What follows belongs to an exercise in optimizing a design on an open flow for small area; a production flow would make more cautious choices. Only simulation tests tie the RTL to the original design; equivalence was not proved. Power figures rest on the tool's default switching activity, not on a simulated workload.

Setup of v6:
// ucsbece154b_fetch_queue
module ucsbece154b_fetch_queue #(
    parameter int              DEPTH = 8,
    parameter logic [ucsbece154b_fetch_queue_pkg::XLEN-1:0] NOP   = ucsbece154b_fetch_queue_pkg::NOP_INSTR
) (
    input  logic                      clk,
    input  logic                      reset,
    input  logic                      FetchValid_i,
    input  logic                      FetchSingle_i,
    input  logic [ucsbece154b_fetch_queue_pkg::XLEN-1:0]           FetchInstr0_i,
    input  logic [ucsbece154b_fetch_queue_pkg::XLEN-1:0]           FetchInstr1_i,
    input  logic [ucsbece154b_fetch_queue_pkg::XLEN-1:0]           FetchPC_i,
    output logic                      FetchReady_o,
    input  logic                      StallD_i,
    input  logic                      StallD2_i,
    input  logic                      FlushD_i,
    output logic [ucsbece154b_fetch_queue_pkg::XLEN-1:0]           InstrD1_o,
    output logic [ucsbece154b_fetch_queue_pkg::XLEN-1:0]           PCD1_o,
    output logic                      ValidD1_o,
    output logic [ucsbece154b_fetch_queue_pkg::XLEN-1:0]           InstrD2_o,
    output logic [ucsbece154b_fetch_queue_pkg::XLEN-1:0]           PCD2_o,
    output logic                      ValidD2_o,
    output logic [$clog2(DEPTH):0]    Count_o
);
==> flow/config.mk <==
export PLATFORM = sky130hd
export DESIGN_NAME = ucsbece154b_fetch_queue
export DESIGN_NICKNAME = ucsbece154b_fetch_queue
export VERILOG_FILES = /design/flow/design.v
export SDC_FILE = /design/flow/constraint.sdc
export NUM_CORES = 4
export LEC_CHECK = 0
export CAP_MARGIN = 20
export CORE_MARGIN = 2
export CORE_UTILIZATION = 65
export SLEW_MARGIN = 20
export SYNTH_HIERARCHICAL = 1
==> flow/constraint.sdc <==
create_clock -name core_clock -period 6.0 [get_ports {clk}]
set_input_delay 1.2000 -clock core_clock [delete_from_list [all_inputs] [get_ports {clk}]]
set_output_delay 1.2000 -clock core_clock [all_outputs]
set_load 0.01 [all_outputs]
run.sh (not shown) runs the stock make flow with config.mk's settings and CLKGATE_MAP_FILE= SYNTH_SCRIPT=/design/flow/synth_recipe.tcl, a recipe that flattens the netlist after the stock synthesis.
v6 finished every step from synthesis to the final layout, and the layout passed the timing, design-rule and antenna checks.
diff inputs: v6 => v7
==> flow/flow/run.sh (new file) <==
#!/bin/bash
# Standard ORFS layout, with two changes: ports are buffered with the smallest
# buffer (buf_1) instead of the resizer's default choice, and the clock tree is
# built from clkbuf_8 leaf clusters without dummy loads.
set -euo pipefail
export BUFFER_PORTS_ARGS="-buffer_cell sky130_fd_sc_hd__buf_1"
export CTS_ARGS="-sink_clustering_enable -repair_clock_nets -dont_use_dummy_load -buf_list sky130_fd_sc_hd__clkbuf_8 -sink_clustering_size 16 -sink_clustering_max_diameter 60"
bash standard.sh > standard_make.log 2>&1
==> flow/standard.sh (new file) <==
#!/bin/bash
# synth_recipe.tcl (not shown) runs the flow's synth.tcl, then flattens the netlist and writes it again
# the make line also repeats each setting of config.mk as NAME=value (left out here)
make -C /OpenROAD-flow-scripts/flow DESIGN_CONFIG=/design/flow/config.mk WORK_HOME=/design/flow/orfs CLKGATE_MAP_FILE= SYNTH_SCRIPT=/design/flow/synth_recipe.tcl "${@:-finish}"
-- flow/config.mk --
<<< v6, line 8
export CAP_MARGIN = 20
export CORE_MARGIN = 2
export CORE_UTILIZATION = 65
export SLEW_MARGIN = 20
export SYNTH_HIERARCHICAL = 1
>>> v7, line 8
export CAP_MARGIN = 20
export CORE_MARGIN = 2
export CORE_UTILIZATION = 70
export SLEW_MARGIN = 20
export SYNTH_HIERARCHICAL = 1
removed: flow/run.sh
## What came out
Density: v7 sparser than v6
Compared with v6, v7 shows a detailed-routed wire length on met2 that is 1800 microns lower.
The global-route wire length before repair in v7 sits 3.1% below the value recorded for v6.
Relative to v6, flip-flop and latch share of the layout cell area increased by 5.6 points in v7.
Looking at final period utilization, v7 sits 4.5 points lower than v6 does.
Global routing met1 resource utilization delta for v7 relative to v6: 3.2 points higher
~same number of instances in the placed design in v7 and v6
Min proportion of power drawn by the clock network across v7 and v6: v7
Cell area after layout ended up about 9% lower on v7 than on v6.

========
alpha:
ucsbece154b_fetch_queue, a different RTL version from the one above (not shown whole).
Size in the first run: about 520 flip-flops, roughly 240 I/O pins, ~0.023 mm^2 of cells after synthesis.
Design ucsbece154b_fetch_queue, start of the top module:
module ucsbece154b_fetch_queue #(
    parameter int              DEPTH = 8,
    parameter logic [ucsbece154b_fetch_queue_pkg::XLEN-1:0] NOP   = ucsbece154b_fetch_queue_pkg::NOP_INSTR
) (
    input  logic                      clk,
    input  logic                      reset,
    input  logic                      FetchValid_i,
    input  logic                      FetchSingle_i,
    input  logic [ucsbece154b_fetch_queue_pkg::XLEN-1:0]           FetchInstr0_i,
    input  logic [ucsbece154b_fetch_queue_pkg::XLEN-1:0]           FetchInstr1_i,
    input  logic [ucsbece154b_fetch_queue_pkg::XLEN-1:0]           FetchPC_i,
    output logic                      FetchReady_o,
    input  logic                      StallD_i,
    input  logic                      StallD2_i,
    input  logic                      FlushD_i,
    output logic [ucsbece154b_fetch_queue_pkg::XLEN-1:0]           InstrD1_o,
    output logic [ucsbece154b_fetch_queue_pkg::XLEN-1:0]           PCD1_o,
    output logic                      ValidD1_o,
    output logic [ucsbece154b_fetch_queue_pkg::XLEN-1:0]           InstrD2_o,
    output logic [ucsbece154b_fetch_queue_pkg::XLEN-1:0]           PCD2_o,
    output logic                      ValidD2_o,
    output logic [$clog2(DEPTH):0]    Count_o
);
==> flow/config.mk <==
export PLATFORM = sky130hd
export DESIGN_NAME = ucsbece154b_fetch_queue
export DESIGN_NICKNAME = ucsbece154b_fetch_queue
export VERILOG_FILES = /design/flow/design.v
export SDC_FILE = /design/flow/constraint.sdc
export NUM_CORES = 4
export LEC_CHECK = 0
export CAP_MARGIN = 20
export CORE_MARGIN = 2
export CORE_UTILIZATION = 70
export SLEW_MARGIN = 20
export SYNTH_HIERARCHICAL = 1
==> flow/constraint.sdc <==
create_clock -name core_clock -period 6.0 [get_ports {clk}]
set_input_delay 1.2000 -clock core_clock [delete_from_list [all_inputs] [get_ports {clk}]]
set_output_delay 1.2000 -clock core_clock [all_outputs]
set_load 0.01 [all_outputs]
standard.sh (not shown) runs the stock make flow with config.mk's settings and CLKGATE_MAP_FILE= SYNTH_SCRIPT=/design/flow/synth_recipe.tcl, a recipe that flattens the netlist after the stock synthesis.
==> flow/flow/run.sh <==
#!/bin/bash
# Standard ORFS layout (standard.sh), with three changes:
#  - ports are buffered with the smallest buffer (buf_1) instead of the
#    resizer's default choice;
#  - the clock tree is built from clkbuf_8 leaf clusters without dummy loads;
#  - after floorplanning, single-load combinational cells are set to drive
#    strength 1 (flow/downsize.tcl); repair steps later size up where needed.
# The make output goes to standard_make.log; ORFS keeps each tool's log under
# orfs/logs/.
set -euo pipefail
export BUFFER_PORTS_ARGS="-buffer_cell sky130_fd_sc_hd__buf_1"
export CTS_ARGS="-sink_clustering_enable -repair_clock_nets -dont_use_dummy_load -buf_list sky130_fd_sc_hd__clkbuf_8 -sink_clustering_size 16 -sink_clustering_max_diameter 60"
export POST_FLOORPLAN_TCL="$(pwd)/flow/downsize.tcl"
bash standard.sh > standard_make.log 2>&1
==> flow/flow/downsize.tcl <==
# Runs after floorplanning (POST_FLOORPLAN_TCL): a combinational cell that
# synthesis gave a drive strength above 1 but that drives a single input pin
# is swapped for its drive-1 variant. Later repair steps size up again where
# slew, capacitance or timing call for it.
set n 0
foreach inst [get_cells *] {
  set master [get_property $inst ref_name]
  if {![regexp {^(sky130_fd_sc_hd__(a|o|nand|nor|and|or|xor|xnor|mux|inv)[0-9a-z]*)_([0-9]+)$} $master -> base kind drive]} { continue }
  if {$drive <= 1} { continue }
  set small [get_lib_cells -quiet */${base}_1]
  if {$small == ""} { continue }
  set outs [get_pins -quiet -of_objects $inst -filter "direction == output"]
  if {[llength $outs] != 1} { continue }
  set net [get_nets -quiet -of_objects $outs]
  if {$net == ""} { continue }
  set loads [get_pins -quiet -of_objects $net -filter "direction == input"]
  set ports [get_ports -quiet -of_objects $net]
  if {[llength $loads] != 1 || [llength $ports] != 0} { continue }
  replace_cell $inst $small
  incr n
}
puts "downsize.tcl: $n cells set to drive strength 1"
alpha did not stop at any stage, and its layout met the timing, design-rule and antenna checks.
Inputs modified between alpha and epsilon:
==> flow/flow/run.sh <==
#!/bin/bash
# Standard ORFS layout, with two changes: ports are buffered with the smallest
# buffer (buf_1) instead of the resizer's default choice, and the clock tree is
# built from clkbuf_8 leaf clusters without dummy loads.
set -euo pipefail
export BUFFER_PORTS_ARGS="-buffer_cell sky130_fd_sc_hd__buf_1"
export CTS_ARGS="-sink_clustering_enable -repair_clock_nets -dont_use_dummy_load -buf_list sky130_fd_sc_hd__clkbuf_8 -sink_clustering_size 16 -sink_clustering_max_diameter 60"
bash standard.sh > standard_make.log 2>&1
removed: flow/flow/downsize.tcl
==> comparison <==
- Period utilization ended up 3.7 points higher on epsilon than on alpha.
- Looking at worst clock skew across alpha and epsilon, the one that comes out lower is epsilon.
- Diff alpha -> epsilon | final design area excluding fillers | increase of 0.85%
- Between epsilon and alpha, the power does not differ in any meaningful way.

-- separate check: timing with driven ports --
No port has a modelled driver above. Below, the same layouts with a new extraction and two added sets of constraints.
Step 1 assumes that a clkbuf_16 drives the clock port and a buf_2 every other input.
Step 2 also shifts input and output timing later by t, the mid clock arrival at the registers, as if the neighbouring blocks saw the same clock.
a / b / c = ideal ports / drivers / drivers and shift; a / b = the first two.
run	t, ns	slack for setup (ns)	latest minus earliest clock arrival (ns)
v6	0.648	0.508 / 0.450 / 1.098	0.035 / 0.034
v7	0.644	0.777 / 0.724 / 1.368	0.052 / 0.052
alpha	0.615	0.742 / 0.689 / 1.304	0.069 / 0.069
epsilon	0.607	0.521 / 0.470 / 1.077	0.037 / 0.036
After both steps setup and hold are still met in every run listed.
